Background: an optimization exercise with open tools, aiming at a short achievable clock period and few clock cycles. Do not read the settings as production practice.
In this exercise RTL edits were held to simulation tests only and were not proved equivalent to the original.
Power is estimated from default activity; no workload was simulated.

==> run M <==
Design imem_icache, start of the top module:
module imem_icache #(
  parameter int ADDR_WIDTH     = 32,
  parameter int INST_WIDTH     = 32,
  parameter int LINES          = 16,
  parameter int WORDS_PER_LINE = 4
) (
  input  logic                  clk,
  input  logic                  rst,
  input  logic [ADDR_WIDTH-1:0] cpu_addr,
  input  logic                  cpu_read,
  output logic [INST_WIDTH-1:0] cpu_rdata,
  output logic                  cpu_stall,
  input  logic                  inv,
  output logic                  mem_req,
  output logic [ADDR_WIDTH-1:0] mem_addr,
  input  logic                  mem_gnt,
  input  logic                  mem_rvalid,
  input  logic [INST_WIDTH-1:0] mem_rdata
);
  localparam int OFF   = $clog2(WORDS_PER_LINE);
  localparam int IDX   = $clog2(LINES);
  localparam int TAG_W = ADDR_WIDTH - 2 - OFF - IDX;
  localparam int WA    = IDX + OFF;             
  localparam int LA    = ADDR_WIDTH - 2 - OFF;  
  localparam int NW    = LINES * WORDS_PER_LINE;
  localparam int FD    = 4;                     
  logic [LINES-1:0][TAG_W-1:0]   tag_q;
  logic [LINES-1:0]              valid_q;
  logic [NW-1:0][INST_WIDTH-1:0] data_q;       
  logic [NW-1:0]                 wv_q;
  logic                  stall_q;      
  logic                  free_q;       
  logic [INST_WIDTH-1:0] rdata_q;
  logic [ADDR_WIDTH-3:0] pr_addr_q;    
  logic [LINES-1:0]      pr_dec_q;     
  logic                  missnew_q;    
  logic                  act_v_q;      
  logic                  act_nv_q;     
  logic [ADDR_WIDTH-3:0] maddr_q;      
  logic [WA-1:0]         act_w_q;      
  logic [LINES-1:0]      act_dec_q;    
  logic [OFF-1:0]        act_cnt_q;    
  logic                  act_live_q;
  logic                  act_new_q;    
  logic                  que_v_q;
  logic [LA-1:0]         que_line_q;
  logic [OFF-1:0]        que_off_q;
  logic [LINES-1:0]      que_dec_q;
  logic [FD-1:0][WA-1:0]    ff_w_q;
  logic [FD-1:0][LINES-1:0] ff_dec_q;   
  ...
Settings: LEC_CHECK=0, ABC_CLOCK_PERIOD_IN_PS=1000, CAP_MARGIN=20, CORE_MARGIN=2, CORE_UTILIZATION=45, PLACE_DENSITY=0.9, SETUP_SLACK_MARGIN=5, SLEW_MARGIN=20, TNS_END_PERCENT=100; clock period 8.0 ns.
standard.sh (not shown) runs the stock make flow with config.mk's settings and CLKGATE_MAP_FILE= SYNTH_SCRIPT=/design/flow/synth_recipe.tcl, a recipe that flattens the netlist after the stock synthesis.
==> flow/flow/run.sh <==
#!/bin/bash
# Own layout flow: the standard layout (standard.sh, all steps up to finish) with two changes
# to how the layout is made:
#  - the port buffers are plain sky130_fd_sc_hd__buf_8 cells instead of the default delay cells;
#  - after global placement, move_out_flops.tcl moves each flip-flop that drives an output port's
#    buffer next to that buffer (detailed placement then legalizes it).
# Make's output, with every tool's output, goes to make.log in the work folder; ORFS also keeps
# each step's log under orfs/logs.
set -euo pipefail
bash standard.sh "BUFFER_PORTS_ARGS=-buffer_cell sky130_fd_sc_hd__buf_8" \
  "POST_GLOBAL_PLACE_TCL=$PWD/flow/move_out_flops.tcl" finish > make.log 2>&1
==> flow/flow/move_out_flops.tcl <==
# After global placement: put each flip-flop that drives an output port's
# buffer next to that buffer, so that the flip-flop's output net (and not the
# logic in front of it) is the short one. Detailed placement legalizes later.
set block [ord::get_db_block]
set moved 0
foreach bterm [$block getBTerms] {
  if {[$bterm getIoType] ne "OUTPUT"} { continue }
  set net [$bterm getNet]
  if {$net eq "NULL"} { continue }
  set buf ""
  foreach it [$net getITerms] {
    if {[$it isOutputSignal]} { set buf [$it getInst] }
  }
  if {$buf eq ""} { continue }
  set innet ""
  foreach it [$buf getITerms] {
    if {[$it isInputSignal] && [$it getNet] ne "NULL"} { set innet [$it getNet] }
  }
  if {$innet eq ""} { continue }
  set drv ""
  foreach it [$innet getITerms] {
    if {[$it isOutputSignal]} { set drv [$it getInst] }
  }
  if {$drv eq "" || ![[$drv getMaster] isSequential]} { continue }
  # only flip-flops whose output feeds nothing but the port buffer
  if {[llength [$innet getITerms]] != 2} { continue }
  set loc [$buf getLocation]
  $drv setLocation [lindex $loc 0] [lindex $loc 1]
  incr moved
}
puts "move_out_flops: moved $moved flip-flops next to their output buffers"
==> run D: changes against run M <==
==> flow/flow/run.sh (replaced) <==
#!/bin/bash
# Own layout flow: the standard layout (standard.sh, all steps up to finish), except that the
# port buffers are plain sky130_fd_sc_hd__buf_8 cells instead of the default delay-cell buffers.
# Make's output, with every tool's output, goes to make.log in the work folder.
set -euo pipefail
bash standard.sh "BUFFER_PORTS_ARGS=-buffer_cell sky130_fd_sc_hd__buf_8" finish > make.log 2>&1
--- a/flow/config.mk
+++ b/flow/config.mk
@@ -9,6 +9,6 @@
 export CAP_MARGIN = 20
 export CORE_MARGIN = 2
-export CORE_UTILIZATION = 45
-export PLACE_DENSITY = 0.9
+export CORE_UTILIZATION = 55
+export PLACE_DENSITY = 0.8
 export SETUP_SLACK_MARGIN = 5
 export SLEW_MARGIN = 20
removed: flow/flow/move_out_flops.tcl
==> insert_results.sql <==
INSERT INTO impl_metrics (metric_group, metric, value, unit) VALUES
('floorplan', 'floorplan.tapcells', '3150', ''),
('clocking', 'number_of_cells_upsized_or_downsized_after_cts', '145', ''),
('finish', 'seqCellArea', '82400', 'µm²'),
('pwr', 'power_switching_share', '24.9', '%'),
('route', 'dr.first_iter.drc_count', '15900', ''),
('grt', 'gr-usage-met1', '34.6', '%'),
('sta', 'hold_ws', '0.462', 'ns'),
('route', 'wl_met2', '174', 'mm'),
('worst_setup_path', 'crit_path_start', 'cpu_addr[2]', ''),
('finish', 'area.growth.synth_to_final', '17.0', '%'),
('floorplan', 'num_rows', '178', ''),
('worst_setup_path', 'r2r-start', 'ff_w_q[1]', ''),
('finish', 'instances_no_fill', '8980', ''),
('outcome', 'run_status', 'complete, no violations', ''),
('floorplan', 'floorplan.core_area', '236000', 'µm²');
-- figures above: run M

==> insert_results.sql <==
INSERT INTO impl_metrics (metric_group, metric, value, unit) VALUES
('floorplan', 'num_rows', '161', ''),
('outcome', 'run_status', 'complete, no violations', ''),
('clocking', 'hold_buffers', '0', ''),
('pwr', 'pwr-share-clk', '39.3', '%'),
('floorplan', 'floorplan.tapcells', '2526', ''),
('finish', 'instances_no_fill', '8306', ''),
('finish', 'seqCellArea', '82400', 'µm²'),
('finish', 'seqAreaFraction', '66.8', '%'),
('route', 'wl_met2', '164', 'mm'),
('clocking', 'number_of_cells_upsized_or_downsized_after_cts', '168', ''),
('sta', 'hold_ws', '0.458', 'ns'),
('flow_run', 'drv.max_cap_violation_count', '0', ''),
('worst_setup_path', 'crit_path_start', 'cpu_addr[3]', ''),
('floorplan', 'floorplan.core_area', '193000', 'µm²'),
('route', 'dr.first_iter.drc_count', '13200', ''),
('worst_setup_path', 'r2r-start', 'ff_w_q[0]', '');
-- figures above: run D

Testbench counts of run M, summed over its fixed seeds: cycles 26,851.
Testbench counts of run D, summed over its fixed seeds: cycles 26,851.

-- separate check: timing with driven ports --
How much do the figures lean on ideal ports? The routed layouts below were timed once more, with nothing changed but the port constraints.
Step 1 (the two cells are an assumption about what drives the block):
set clk [get_ports {clk}]
set_driving_cell -lib_cell sky130_fd_sc_hd__clkbuf_16 $clk
set_driving_cell -lib_cell sky130_fd_sc_hd__buf_2 [delete_from_list [all_inputs] $clk]
Step 2, shift: input delay + t, output delay - t, t = (earliest + latest rising clock arrival at the registers) / 2. This alone moves slack from input paths to output paths.
Slacks: ideal / step 1 / step 2; pairs: ideal / step 1.
run | shift t [ns] | setup slack, ns | hold WS [ns] | worst register clock-pin slew, ns | cell pins on the clock port's net
run M | 1.045 | 4.768 / 4.456 / 3.411 | 0.462 / 0.462 / 0.462 | 0.08 / 0.08 | 1
run D | 1.012 | 4.825 / 4.688 / 3.676 | 0.458 / 0.458 / 0.458 | 0.08 / 0.08 | 1
After both steps setup and hold are still met in every run listed. The setup slack of run M, which loses most, moves by -0.312 ns with the drivers and by -1.357 ns with both steps.
